From an optimization exercise on the open Yosys and OpenROAD flow, aimed at small area; shortcuts taken in it are not production practice.
In this exercise RTL edits were held to simulation tests only and were not proved equivalent to the original.

Setup of tundra:
==> flow/design.v <==
package mem_test_pkg;
   typedef enum logic [2:0] {
      app_cmd_write = 3'b000,
      app_cmd_read  = 3'b001
   } app_cmd_e;
   typedef enum logic [2:0] {
      st_idle       = 3'd0,
      st_write      = 3'd1,
      st_write_done = 3'd2,
      st_read       = 3'd3,
      st_read_done  = 3'd4,
      st_check      = 3'd5,
      st_park       = 3'd6
   } test_state_e;
   typedef struct packed {
      logic                          en;
      app_cmd_e                      cmd;
      logic [28-1:0] addr;
   } app_req_t;
   typedef struct packed {
      logic                          wren;
      logic [256-1:0] data;
   } app_wdata_t;
   typedef struct packed {
      logic                          valid;
      logic [256-1:0] data;
   } app_rdata_t;
endpackage
module pattern_source #(
   parameter int sweep_beats = 1048576
) (
   input  logic                          ui_clk,
   input  logic                          resetn,
   input  logic                          advance,
   output logic [256-1:0] pattern,
   output logic [28-1:0] addr,
   output logic                          sweep_start
);
   localparam int idx_w = (sweep_beats > 1) ? $clog2(sweep_beats) : 1;
   localparam logic [idx_w-1:0] last_idx = idx_w'(sweep_beats - 1);
   localparam logic [256-1:0] init_pattern = { 
   32'hcafe_babe, 
   32'h1234_5678, 
   32'haa55_aa55, 
   32'h55aa_55aa, 
   32'hdead_beef, 
   32'h8765_4321, 
   32'h55aa_55aa, 
   32'haa55_aa55  
};
   logic [idx_w-1:0] beat_idx;
   logic [4:0]       rot;
   always_ff @(posedge ui_clk or negedge resetn) begin
      if (!resetn) begin
         beat_idx <= '0;
      end else if (advance) begin
         if (beat_idx == last_idx) begin
            beat_idx <= '0;  
         end else begin
            beat_idx <= beat_idx + 1'b1;
         end
      end
   end
   generate
      if (idx_w >= 5 && sweep_beats % 32 == 0) begin : g_rot_idx
         assign rot = beat_idx[4:0];
      end else begin : g_rot_cnt
         logic [4:0] rot_q;
         always_ff @(posedge ui_clk or negedge resetn) begin
            if (!resetn) begin
               rot_q <= '0;
            end else if (advance) begin
               rot_q <= rot_q + 1'b1;
            end
         end
         assign rot = rot_q;
      end
   endgenerate
   logic [2*256-1:0] twice;
   assign twice   = {init_pattern, init_pattern} << {rot, 3'b000};
   assign pattern = twice[2*256-1 -: 256];
   assign addr = 28'(beat_idx) * 28'(256);
   assign sweep_start = (beat_idx == '0);
endmodule
module test_sequencer (
   input  logic       ui_clk,
   input  logic       resetn,
   input  logic       calib_done,
   input  logic       app_rdy,
   input  logic       app_wdf_rdy,
   input  logic       rd_valid,
   input  logic       rd_match,
   output logic       app_en,
   output logic [2:0] app_cmd,
   output logic       app_wdf_wren,
   output logic       led_fail,
   output logic       beat_pass,
   output logic       advance
);
   localparam logic [3:0] S_IDLE  = 4'd0;
   localparam logic [3:0] S_WRITE = 4'd1;
   localparam logic [3:0] S_WR_CE = 4'd2;
   localparam logic [3:0] S_WR_C  = 4'd3;
   localparam logic [3:0] S_WR_D  = 4'd4;
   localparam logic [3:0] S_WR_X  = 4'd5;
   localparam logic [3:0] S_READ  = 4'd6;
   localparam logic [3:0] S_RD_C  = 4'd7;
   localparam logic [3:0] S_RD_W  = 4'd8;
   localparam logic [3:0] S_CHK_P = 4'd9;
   localparam logic [3:0] S_CHK_F = 4'd10;
   localparam logic [3:0] S_CHK_V = 4'd11;
   localparam logic [3:0] S_PARK  = 4'd12;
   logic [3:0] state;
   logic [3:0] next;
   always_comb begin
      next = state;
      case (state)
         S_IDLE:  if (calib_done) next = S_WRITE;
         S_WRITE: if (app_rdy && app_wdf_rdy) next = S_WR_CE;
         S_WR_CE: begin
            if (app_rdy && app_wdf_rdy) next = S_WR_X;
            else if (app_rdy)           next = S_WR_D;
            else if (app_wdf_rdy)       next = S_WR_C;
         end
         S_WR_C:  if (app_rdy) next = S_WR_X;
         S_WR_D:  if (app_wdf_rdy) next = S_WR_X;
         S_WR_X:  next = S_READ;
         S_READ:  if (app_rdy) next = S_RD_C;
         S_RD_C:  if (app_rdy) next = S_RD_W;
         S_RD_W:  if (rd_valid) next = rd_match ? S_CHK_P : S_CHK_F;
         S_CHK_P: next = S_CHK_V;
         S_CHK_F: next = S_PARK;
         S_CHK_V: next = S_WRITE;
         S_PARK:  next = S_PARK;
         default: next = S_IDLE;
      endcase
   end
   always_ff @(posedge ui_clk or negedge resetn) begin
      if (!resetn) begin
         state <= S_IDLE;
      end else begin
         state <= next;
      end
   end
   assign app_en       = (state == S_WR_CE) || (state == S_WR_C) || (state == S_RD_C);
   assign app_wdf_wren = (state == S_WR_CE) || (state == S_WR_D);
   assign app_cmd      = {2'b00, state == S_RD_C};
   assign led_fail     = (state == S_PARK);
   assign beat_pass    = (state == S_CHK_P);
   assign advance      = (state == S_CHK_V);
endmodule
module result_checker (
   input  logic                          ui_clk,
   input  logic                          resetn,
   input  logic [256-1:0] rd_data,
   input  logic [256-1:0] pattern,
   input  logic                          sweep_start,
   input  logic                          beat_pass,
   output logic                          rd_match,
   output logic                          led_pass,
   output logic [32-1:0]    sweep_count
);
   assign rd_match = (rd_data == pattern);
   always_ff @(posedge ui_clk or negedge resetn) begin
      if (!resetn) begin
         sweep_count <= '0;
      end else if (beat_pass && sweep_start) begin
         sweep_count <= sweep_count + 1'b1;
      end
   end
   assign led_pass = sweep_count[0];
endmodule
module mem_tester_top #(
   parameter int sweep_beats = 1048576
) (
   input  logic                          ui_clk,
   input  logic                          resetn,
   input  logic                          calib_done,
   input  logic                          app_rdy,
   input  logic                          app_wdf_rdy,
   input  logic                          app_rd_data_valid,
   input  logic [256-1:0] app_rd_data,
   output logic                          app_en,
   output logic [2:0]                    app_cmd,
   output logic [28-1:0] app_addr,
   output logic                          app_wdf_wren,
   output logic [256-1:0] app_wdf_data,
   output logic                          led_pass,
   output logic                          led_fail,
   output logic                          led_calib,
   output logic [32-1:0]    sweep_count
);
   logic [256-1:0] pattern;
   logic                          sweep_start;
   logic                          advance;
   logic                          beat_pass;
   logic                          rd_match;
   pattern_source #(
      .sweep_beats (sweep_beats)
   ) u_pattern_source (
      .ui_clk      (ui_clk),
      .resetn      (resetn),
      .advance     (advance),
      .pattern     (pattern),
      .addr        (app_addr),
      .sweep_start (sweep_start)
   );
   assign app_wdf_data = pattern;
   test_sequencer u_test_sequencer (
      .ui_clk       (ui_clk),
      .resetn       (resetn),
      .calib_done   (calib_done),
      .app_rdy      (app_rdy),
      .app_wdf_rdy  (app_wdf_rdy),
      .rd_valid     (app_rd_data_valid),
      .rd_match     (rd_match),
      .app_en       (app_en),
      .app_cmd      (app_cmd),
      .app_wdf_wren (app_wdf_wren),
      .led_fail     (led_fail),
      .beat_pass    (beat_pass),
      .advance      (advance)
   );
   result_checker u_result_checker (
      .ui_clk      (ui_clk),
      .resetn      (resetn),
      .rd_data     (app_rd_data),
      .pattern     (pattern),
      .sweep_start (sweep_start),
      .beat_pass   (beat_pass),
      .rd_match    (rd_match),
      .led_pass    (led_pass),
      .sweep_count (sweep_count)
   );
   assign led_calib = calib_done;  
endmodule
Settings: LEC_CHECK=0, CAP_MARGIN=20, CORE_MARGIN=2, CORE_UTILIZATION=40, SLEW_MARGIN=20; clock period 10.0 ns.
run.sh (not shown) runs the stock make flow with config.mk's settings and CLKGATE_MAP_FILE= SYNTH_SCRIPT=/design/flow/synth_recipe.tcl, a recipe that flattens the netlist after the stock synthesis.
### tundra -> willow
==> flow/flow/run.sh (new file) <==
#!/bin/bash
# Layout flow: ORFS synthesis with an area-mapping ABC script in place of
# ORFS's own (the registers are those of the standard synthesis, checked
# below), then the standard layout with 1x buffers on the ports.
set -euo pipefail
W=$(pwd)
R=$W/orfs/results/$FLOW_PLATFORM/mem_tester_top/base

# standard synthesis, kept for the register check
bash standard.sh synth > $W/std_synth.log 2>&1
cp $R/1_2_yosys.v $W/std_1_2_yosys.v
rm -rf $W/orfs

# the same synthesis with the area ABC script
rm -rf $W/scripts
cp -r $FLOW_HOME/scripts $W/scripts
cp $W/flow/abc_area.script $W/scripts/abc_area.script
bash standard.sh ABC_AREA=1 SCRIPTS_DIR=$W/scripts synth > $W/area_synth.log 2>&1

regs() { grep -oE "sky130_fd_sc_hd__(df|edf|sdf|dl)[a-z0-9_]* +[^ ]+" $1 | sort; }
regs $W/std_1_2_yosys.v > $W/regs_std.txt
regs $R/1_2_yosys.v > $W/regs_area.txt
if ! cmp -s $W/regs_std.txt $W/regs_area.txt; then
   echo "registers differ from the standard synthesis; using it" >&2
   rm -rf $W/orfs
   bash standard.sh synth > $W/std_synth2.log 2>&1
fi

BUFFER_PORTS_ARGS="-buffer_cell sky130_fd_sc_hd__buf_1" bash standard.sh finish > $W/layout.log 2>&1
==> flow/flow/abc_area.script (new file) <==
strash; dch -f; amap -F 10 -A 10; strash; dch; amap -F 10 -A 10
==> flow/standard.sh (new file) <==
#!/bin/bash
# synth_recipe.tcl (not shown) runs the flow's synth.tcl, then flattens the netlist and writes it again
# the make line also repeats each setting of config.mk as NAME=value (left out here)
make -C /OpenROAD-flow-scripts/flow DESIGN_CONFIG=/design/flow/config.mk WORK_HOME=/design/flow/orfs CLKGATE_MAP_FILE= SYNTH_SCRIPT=/design/flow/synth_recipe.tcl "${@:-finish}"
-- flow/config.mk --
<<< tundra, line 9
export CORE_MARGIN = 2
export CORE_UTILIZATION = 40
>>> willow, line 9
export CORE_AREA = 2 2 198 198
export DIE_AREA = 0 0 200 200
export PLACE_DENSITY = 0.4
removed: flow/run.sh
Findings:
tundra: all stages complete, timing, DRC and antenna checks passed. willow ran to completion and came out clean on the timing, design-rule and antenna checks. willow ends up with lower post-placement worst setup slack than tundra does. willow: post-synthesis mux area share 6.8 points below tundra. willow ends up with lower total global-route track usage than tundra does. willow reports a lower detailed-route via count than tundra does.
The following lists how lagoon was set up differently from willow:
-- flow/config.mk --
<<< willow, line 9
export CORE_AREA = 2 2 198 198
export DIE_AREA = 0 0 200 200
export PLACE_DENSITY = 0.4
>>> lagoon, line 9
export CORE_MARGIN = 2
export CORE_UTILIZATION = 40
--- outcome ---
lagoon: PPL-0024 in I/O pin placement -> run aborted
Reported for willow and lagoon, proportion of synthesized flip-flops having asynchronous set or reset turned out identical to the last digit.
willow → lagoon: count of flip-flops with a built-in enable after synthesis shows no meaningful change; area fraction in and, or, nand and nor cells after synthesis shows no meaningful change; mean post-synth cell area shows no meaningful change.
willow -> lagoon: register area share after synthesis delta 0, exact match
Reported for willow and lagoon, complex-gate fraction of the synthesized area turned out identical to the last digit.
lagoon -> willow: area of the mapped netlist delta 0, exact match
Post-synthesis adder-cell area fraction across willow and lagoon: no real change.
Die span in y (lagoon vs. willow) decreases by more than 10%
Effective utilization at floorplan (higher): lagoon
Looking at die extent in x, lagoon sits below willow.
## Diff of input files: onyx against lagoon
-- flow/config.mk --
<<< lagoon, line 9
export CORE_MARGIN = 2
export CORE_UTILIZATION = 40
>>> onyx, line 9
export CORE_AREA = 2 2 198 198
export DIE_AREA = 0 0 200 200
Notes after the runs:
- onyx completed end to end with timing, DRC and antenna clean.
- | starting utilization of the core area | onyx vs lagoon | 14 points lower |
- Any difference in share of async-settable or async-resettable flops after synthesis between onyx and lagoon is small enough to ignore.
- Status: xor/xnor cell area share of the yosys netlist parity (lagoon, onyx)

## what the ideal ports hide
How much do the figures lean on ideal ports? The routed layouts below were timed once more, with nothing changed but the port constraints.
Step 1: set_driving_cell puts a clkbuf_16 on ui_clk and a buf_2 on each other input, an assumption about the parent block.
Step 2 moves the port delays by t, midway between the first and last clock arrival at a register: inputs arrive t later, outputs are due t later. That takes back most of the time a late clock gives input paths.
a / b / c = ideal / step 1 / step 2; a / b = the first two.
| run | t (ns) | setup WS [ns] | worst setup path after step 2 | clock arrival spread, ns | worst register clock-pin slew, ns |
|---|---|---|---|---|---|
| tundra | 0.347 | 2.725 / 2.681 / 3.028 | register to output | 0.007 / 0.008 | 0.08 / 0.08 |
| willow | 0.340 | 2.137 / 2.137 / 2.137 | register to register | 0.006 / 0.006 | 0.08 / 0.08 |
| onyx | 0.328 | 2.453 / 2.453 / 2.453 | register to register | 0.007 / 0.007 | 0.08 / 0.08 |
After both steps every run listed still meets setup and hold.
